Context: an optimization exercise on an open-source flow, tuned for small area. The choices shown serve that exercise and are no tape-out recipe.
Function was checked by simulation only, so behaviour that the tests miss may differ from the original.
Power and IR drop assume default switching activity.

rev 12:
==> flow/design.v <==
module multicycle_core #(
   parameter logic [31:0] RESET_PC = 32'h0000_0000,
   parameter int          ADDR_W   = 32
) (
   input  logic              clk,
   input  logic              rst,
   output logic              mem_req,
   output logic              mem_we,
   output logic [ADDR_W-1:0] mem_addr,
   output logic [31:0]       mem_wdata,
   input  logic [31:0]       mem_rdata,
   input  logic              mem_ready,
   output logic              retire,
   output logic [ADDR_W-1:0] retire_pc,
   output logic              halted
);
   localparam logic [2:0] ST_CLR   = 3'd0;   
   localparam logic [2:0] ST_FETCH = 3'd1;   
   localparam logic [2:0] ST_EX1   = 3'd2;   
   localparam logic [2:0] ST_MEMW  = 3'd3;   
   localparam logic [2:0] ST_EX2   = 3'd4;   
   localparam logic [2:0] ST_HALT  = 3'd5;
   localparam logic [2:0] C_ILL = 3'd0;
   localparam logic [2:0] C_R   = 3'd1;
   localparam logic [2:0] C_I   = 3'd2;
   localparam logic [2:0] C_LW  = 3'd3;
   localparam logic [2:0] C_SW  = 3'd4;
   localparam logic [2:0] C_BEQ = 3'd5;
   logic [2:0]  state;
   logic [3:0]  ph;
   logic [2:0]  cls;
   logic [31:7] ir;
   logic [31:0] rf [1:32-1];
   logic [31:0] P, D;
   logic [29:0] A;    
   logic        carry, icarry, flag, prevhi;
   wire last  = (ph == 4'd15);
   wire first = (ph == 4'd0);
   wire s_clr  = (state == ST_CLR);
   wire s_fet  = (state == ST_FETCH);
   wire s_ex1  = (state == ST_EX1);
   wire s_memw = (state == ST_MEMW);
   wire s_ex2  = (state == ST_EX2);
   wire [2:0] f3 = ir[14:12];
   wire [4:0] rd = ir[11:7];
   wire [4:0] ra = ir[19:15];
   wire [4:0] rb = ir[24:20];
   wire is_r   = (cls == C_R);
   wire is_alu = (cls == C_R) || (cls == C_I);
   wire is_lw  = (cls == C_LW);
   wire is_sw  = (cls == C_SW);
   wire is_beq = (cls == C_BEQ);
   wire op_shift  = is_alu && (f3[1:0] == 2'b01);
   wire op_slt    = is_alu && (f3 == 3'b010);
   wire op_single = is_alu && !op_shift && !op_slt;
   logic [1:0] rs1c, rs2c;
   always_comb begin
      rs1c = 2'b00;
      rs2c = 2'b00;
      for (int r = 1; r < 32; r++) begin
         rs1c = rs1c | (rf[r][1:0] & {2{ra == 5'(r)}});
         rs2c = rs2c | (rf[r][1:0] & {2{rb == 5'(r)}});
      end
   end
   wire [31:0] imm_i = {{20{ir[31]}}, ir[31:20]};
   wire [31:0] imm_s = {{20{ir[31]}}, ir[31:25], ir[11:7]};
   wire [31:0] imm_b = {{19{ir[31]}}, ir[31], ir[7], ir[30:25], ir[11:8], 1'b0};
   wire [31:0] imm   = is_sw ? imm_s : (is_beq ? imm_b : imm_i);
   wire [1:0]  immc  = imm[{ph, 1'b0} +: 2];
   wire       sub  = (is_r && f3 == 3'b000 && ir[30]) || op_slt;
   wire [1:0] Pc   = P[1:0];
   wire [1:0] opa  = s_ex2 ? Pc : rs1c;
   wire [1:0] opb  = is_r ? rs2c : immc;
   wire [1:0] opbx = opb ^ {2{sub}};
   wire       cin  = first ? sub : carry;
   wire [2:0] sum3 = {1'b0, opa} + {1'b0, opbx} + {2'b00, cin};
   wire [1:0] sum  = sum3[1:0];
   wire       lt   = (opa[1] ^ opb[1]) ? opa[1] : sum[1];
   logic [1:0] alu_res;
   always_comb begin
      case (f3)
         3'b100:  alu_res = rs1c ^ opb;
         3'b110:  alu_res = rs1c | opb;
         3'b111:  alu_res = rs1c & opb;
         default: alu_res = sum;
      endcase
   end
   wire       ici  = (ph == 4'd1) ? 1'b1 : (first ? 1'b0 : icarry);
   wire [2:0] inc3 = {1'b0, Pc} + {2'b00, ici};
   wire [1:0] npc  = (s_ex2 && is_beq && flag) ? sum : inc3[1:0];
   wire [4:0] shamt = ir[29:25];
   wire       right = f3[2];
   wire [3:0] sj    = shamt[4:1];
   wire [4:0] tap   = right ? ({1'b0, sj} + {4'b0000, shamt[0]}) : (5'd16 - {1'b0, sj});
   wire [1:0] T     = (tap[4] & right) ? D_in : D[{tap[3:0], 1'b0} +: 2];
   wire [4:0] tidx  = {1'b0, ph} + tap;
   wire       tout  = s_ex1 ? !right : (right ? tidx[4] : !tidx[4]);
   wire [1:0] Tm    = tout ? {2{right & flag}} : T;
   wire [1:0] shout = shamt[0] ? {Tm[0], prevhi} : Tm;
   wire final_rot = (s_ex1 && op_single) || s_ex2;
   wire fetch_req = last && (s_clr || s_fet || final_rot);
   wire data_req  = last && (s_ex1 || s_memw) && (is_lw || is_sw);
   wire eq_now    = (rs1c == rs2c);
   wire eq_all    = (first ? 1'b1 : flag) && eq_now;
   wire [31:0] rpc  = RESET_PC;
   wire [1:0]  rpcc = rpc[{ph, 1'b0} +: 2];
   wire [1:0] A_in = s_clr ? rpcc :
                     final_rot ? npc :
                     s_fet ? Pc : sum;
   wire [1:0] P_in = s_clr ? rpcc : final_rot ? npc : Pc;
   wire [1:0] D_in = is_sw ? rs2c : rs1c;
   logic       wen;
   logic [1:0] wd;
   always_comb begin
      wen = 1'b0;
      wd  = 2'b00;
      if (s_ex1 && op_single) begin
         wen = 1'b1;
         wd  = alu_res;
      end else if (s_ex2) begin
         if (is_lw) begin
            wen = 1'b1;
            wd  = D[1:0];
         end else if (op_slt) begin
            wen = 1'b1;
            wd  = {1'b0, first & flag};
         end else if (op_shift) begin
            wen = 1'b1;
            wd  = shout;
         end
      end
   end
   wire [6:0] n_op = mem_rdata[6:0];
   wire [2:0] n_f3 = mem_rdata[14:12];
   wire [6:0] n_f7 = mem_rdata[31:25];
   logic [2:0] n_cls;
   logic       n_rok, n_iok;
   always_comb begin
      case (n_f3)
         3'b000, 3'b101: n_rok = (n_f7 == 7'h00) || (n_f7 == 7'h20);
         3'b011:         n_rok = 1'b0;
         default:        n_rok = (n_f7 == 7'h00);
      endcase
      case (n_f3)
         3'b001:  n_iok = (n_f7 == 7'h00);
         3'b101:  n_iok = (n_f7 == 7'h00) || (n_f7 == 7'h20);
         3'b011:  n_iok = 1'b0;
         default: n_iok = 1'b1;
      endcase
      n_cls = C_ILL;
      if (n_op == 7'b0110011 && n_rok)                  n_cls = C_R;
      if (n_op == 7'b0010011 && n_iok)                  n_cls = C_I;
      if (n_op == 7'b0000011 && n_f3 == 3'b010)         n_cls = C_LW;
      if (n_op == 7'b0100011 && n_f3 == 3'b010)         n_cls = C_SW;
      if (n_op == 7'b1100011 && n_f3 == 3'b000)         n_cls = C_BEQ;
   end
   wire n_ishift = (n_op == 7'b0010011) && (n_f3[1:0] == 2'b01);
   always_ff @(posedge clk) begin
      if (!rst) begin
         state <= ST_CLR;
         ph    <= 4'd0;
      end else begin
         ph <= ph + 4'd1;
         case (state)
            ST_CLR, ST_FETCH:
               if (last) state <= mem_ready ? ST_EX1 : ST_FETCH;
            ST_EX1: begin
               if (first && (cls == C_ILL)) state <= ST_HALT;
               else if (first && (is_lw || is_sw) && sum != 2'b00) state <= ST_HALT;
               else if (last) begin
                  if (op_single)             state <= mem_ready ? ST_EX1 : ST_FETCH;
                  else if (is_lw || is_sw)   state <= mem_ready ? ST_EX2 : ST_MEMW;
                  else if (is_beq && eq_all && ir[8]) state <= ST_HALT;
                  else                       state <= ST_EX2;
               end
            end
            ST_MEMW:
               if (last && mem_ready) state <= ST_EX2;
            ST_EX2:
               if (last) state <= mem_ready ? ST_EX1 : ST_FETCH;
            default: state <= ST_HALT;
         endcase
      end
   end
   always_ff @(posedge clk) begin
      if (fetch_req && mem_ready) begin
         cls       <= n_cls;
         ir[24:7]  <= mem_rdata[24:7];
         ir[31:30] <= mem_rdata[31:30];
         ir[29:25] <= n_ishift ? mem_rdata[24:20] : mem_rdata[29:25];
      end else if (s_ex1 && is_r && op_shift) begin
         if (ph == 4'd0) ir[26:25] <= rs2c;
         if (ph == 4'd1) ir[28:27] <= rs2c;
         if (ph == 4'd2) ir[29]    <= rs2c[0];
      end
      carry  <= sum3[2];
      icarry <= inc3[2];
      prevhi <= Tm[1];
      if (s_ex1) begin
         if (is_beq)        flag <= eq_all;
         else if (last)     flag <= op_slt ? lt : (rs1c[1] & ir[30]);
      end
      P <= {P_in, P[31:2]};
      A <= {A_in, A[29:2]};
      if (data_req && mem_ready && is_lw) D <= mem_rdata;
      else                                D <= {D_in, D[31:2]};
      for (int r = 1; r < 32; r++)
         rf[r] <= {(s_clr || (wen && rd == 5'(r))) ? (s_clr ? 2'b00 : wd) : rf[r][1:0],
                   rf[r][31:2]};
   end
   assign mem_req   = fetch_req || data_req;
   assign mem_we    = data_req && is_sw;
   assign mem_addr  = {A_in, A};
   assign mem_wdata = {D_in, D[31:2]};
   assign retire    = first && final_rot;
   assign retire_pc = {P[31:2], 2'b00};
   assign halted    = (state == ST_HALT);
endmodule
clock: 10.0 ns
lec_check: 0
cap_margin: 20
core_margin: 2
core_utilization: 60
slew_margin: 20
standard.sh (not shown) runs the stock make flow with config.mk's settings and CLKGATE_MAP_FILE= SYNTH_SCRIPT=/design/flow/synth_recipe.tcl, a recipe that flattens the netlist after the stock synthesis.
==> flow/flow/run.sh <==
#!/bin/bash
# The standard ORFS layout (standard.sh), with these changes:
#  - synthesis without the adder cells (ADDER_MAP_FILE empty); the combinational logic of the
#    standard synthesis netlist is then re-mapped by ABC for area, with the flip-flops, their
#    names and cell types untouched (checked below; on any difference the standard netlist is
#    kept);
#  - ports buffered with buf_1;
#  - a clock tree of clkbuf_8 without dummy loads.
# Each tool's output goes to a log file of its own in this folder.
set -euo pipefail
ARGS=(ADDER_MAP_FILE=
      "BUFFER_PORTS_ARGS=-buffer_cell sky130_fd_sc_hd__buf_1"
      "CTS_ARGS=-sink_clustering_enable -repair_clock_nets -dont_use_dummy_load -buf_list sky130_fd_sc_hd__clkbuf_8 -sink_clustering_size 20 -sink_clustering_max_diameter 60")
bash standard.sh "${ARGS[@]}" synth > synth.log 2>&1

RES=orfs/results/sky130hd/multicycle_core/base
LIB=$FLOW_HOME/platforms/sky130hd/lib/sky130_fd_sc_hd__tt_025C_1v80.lib
DU=$(sed -n '/^export DONT_USE_CELLS/,/^$/p' $FLOW_HOME/platforms/sky130hd/config.mk | tr -d '\\' | tr ' ' '\n' | grep '^sky130' | sed 's/^/-dont_use /' | tr '\n' ' ')
cp $RES/1_2_yosys.v $RES/1_2_yosys_standard.v
sed -e "s#@LIB@#$LIB#g" -e "s#@DU@#$DU#g" -e "s#@IN@#$RES/1_2_yosys_standard.v#g" \
    -e "s#@OUT@#$RES/1_2_yosys_remap.v#g" flow/remap.ys > remap_run.ys
flops() { grep -E '^\s*sky130_fd_sc_hd__\S*(df|dl)\S* ' "$1" | awk '{print $1, $2}' | sort; }
if yosys -s remap_run.ys > remap.log 2>&1 && [[ -s $RES/1_2_yosys_remap.v ]] &&
   [[ "$(flops $RES/1_2_yosys_standard.v)" == "$(flops $RES/1_2_yosys_remap.v)" ]]; then
  cp $RES/1_2_yosys_remap.v $RES/1_2_yosys.v
  echo "remap: used" >> remap.log
else
  echo "remap: flip-flops differ or yosys failed; keeping the standard netlist" >> remap.log
  touch $RES/1_2_yosys.v
fi
bash standard.sh "${ARGS[@]}" finish > flow.log 2>&1
==> flow/flow/remap.ys <==
# Re-map the combinational logic of the standard synthesis netlist; flip-flops stay as they are.
read_liberty -ignore_miss_func @LIB@
read_verilog @IN@
hierarchy -top multicycle_core
setattr -mod -set keep_hierarchy 1 sky130_fd_sc_hd__dfxtp_1 sky130_fd_sc_hd__edfxtp_1
flatten
opt_clean
abc -liberty @LIB@ @DU@ -script +strash;&get,-n;&dch;&nf,-R,1000;&put;topo;dnsize
opt_clean -purge
hilomap -singleton -hicell sky130_fd_sc_hd__conb_1 HI -locell sky130_fd_sc_hd__conb_1 LO
insbuf -buf sky130_fd_sc_hd__buf_4 A X
splitnets
opt_clean -purge
stat -liberty @LIB@
select multicycle_core
write_verilog -noattr -nohex -nodec -selected @OUT@
#### Input delta (rev 13 over rev 12)
--- a/flow/design.v
+++ b/flow/design.v
@@ -31,9 +31,9 @@
    logic [2:0]  cls;
    logic [31:7] ir;
    logic [31:0] rf [1:32-1];
    logic [31:0] P, D;
-   logic [29:0] A;    
+   logic [27:0] A;
    logic        carry, icarry, flag, prevhi;
    wire last  = (ph == 4'd15);
    wire first = (ph == 4'd0);
    wire s_clr  = (state == ST_CLR);
@@ -200,18 +200,18 @@
          if (is_beq)        flag <= eq_all;
          else if (last)     flag <= op_slt ? lt : (rs1c[1] & ir[30]);
       end
       P <= {P_in, P[31:2]};
-      A <= {A_in, A[29:2]};
+      A <= {A_in, A[27:2]};
       if (data_req && mem_ready && is_lw) D <= mem_rdata;
       else                                D <= {D_in, D[31:2]};
       for (int r = 1; r < 32; r++)
          rf[r] <= {(s_clr || (wen && rd == 5'(r))) ? (s_clr ? 2'b00 : wd) : rf[r][1:0],
                    rf[r][31:2]};
    end
    assign mem_req   = fetch_req || data_req;
    assign mem_we    = data_req && is_sw;
-   assign mem_addr  = {A_in, A};
+   assign mem_addr  = {A_in, A, 2'b00};
    assign mem_wdata = {D_in, D[31:2]};
    assign retire    = first && final_rot;
    assign retire_pc = {P[31:2], 2'b00};
    assign halted    = (state == ST_HALT);
Findings:
- No stage failed in rev 13, and the final checks on the layout all came back clean.
- Est. power | rev 13 vs rev 12 | rev 13 lower
- Diff rev 13..rev 12 | die span in y | negligible
- The count of routing violations after the opening detailed-route iteration in rev 13 was higher than what rev 12 gave.
- Comparing rev 12 and rev 13, number of global-route vias before repair is higher on rev 13.
- From rev 13 to rev 12, cell depth of the worst min-delay path did not move at all.

separate check: timing with driven ports:
How much do the figures lean on ideal ports? The routed layouts below were timed once more, with nothing changed but the port constraints.
Step 1: set_driving_cell puts a clkbuf_16 on clk and a buf_2 on each other input, an assumption about the parent block.
Step 2, shift: input delay + t, output delay - t, t = (earliest + latest rising clock arrival at the registers) / 2. This alone moves slack from input paths to output paths.
a / b / c = ideal ports / drivers / drivers and shift; a / b = the first two.
| run | t (ns) | setup slack, ns | clock arrival spread, ns |
|---|---|---|---|
| rev 12 | 0.680 | 2.867 / 2.811 / 3.491 | 0.120 / 0.119 |
| rev 13 | 0.686 | 2.732 / 2.673 / 3.359 | 0.099 / 0.099 |
After both steps every run listed still meets setup and hold.
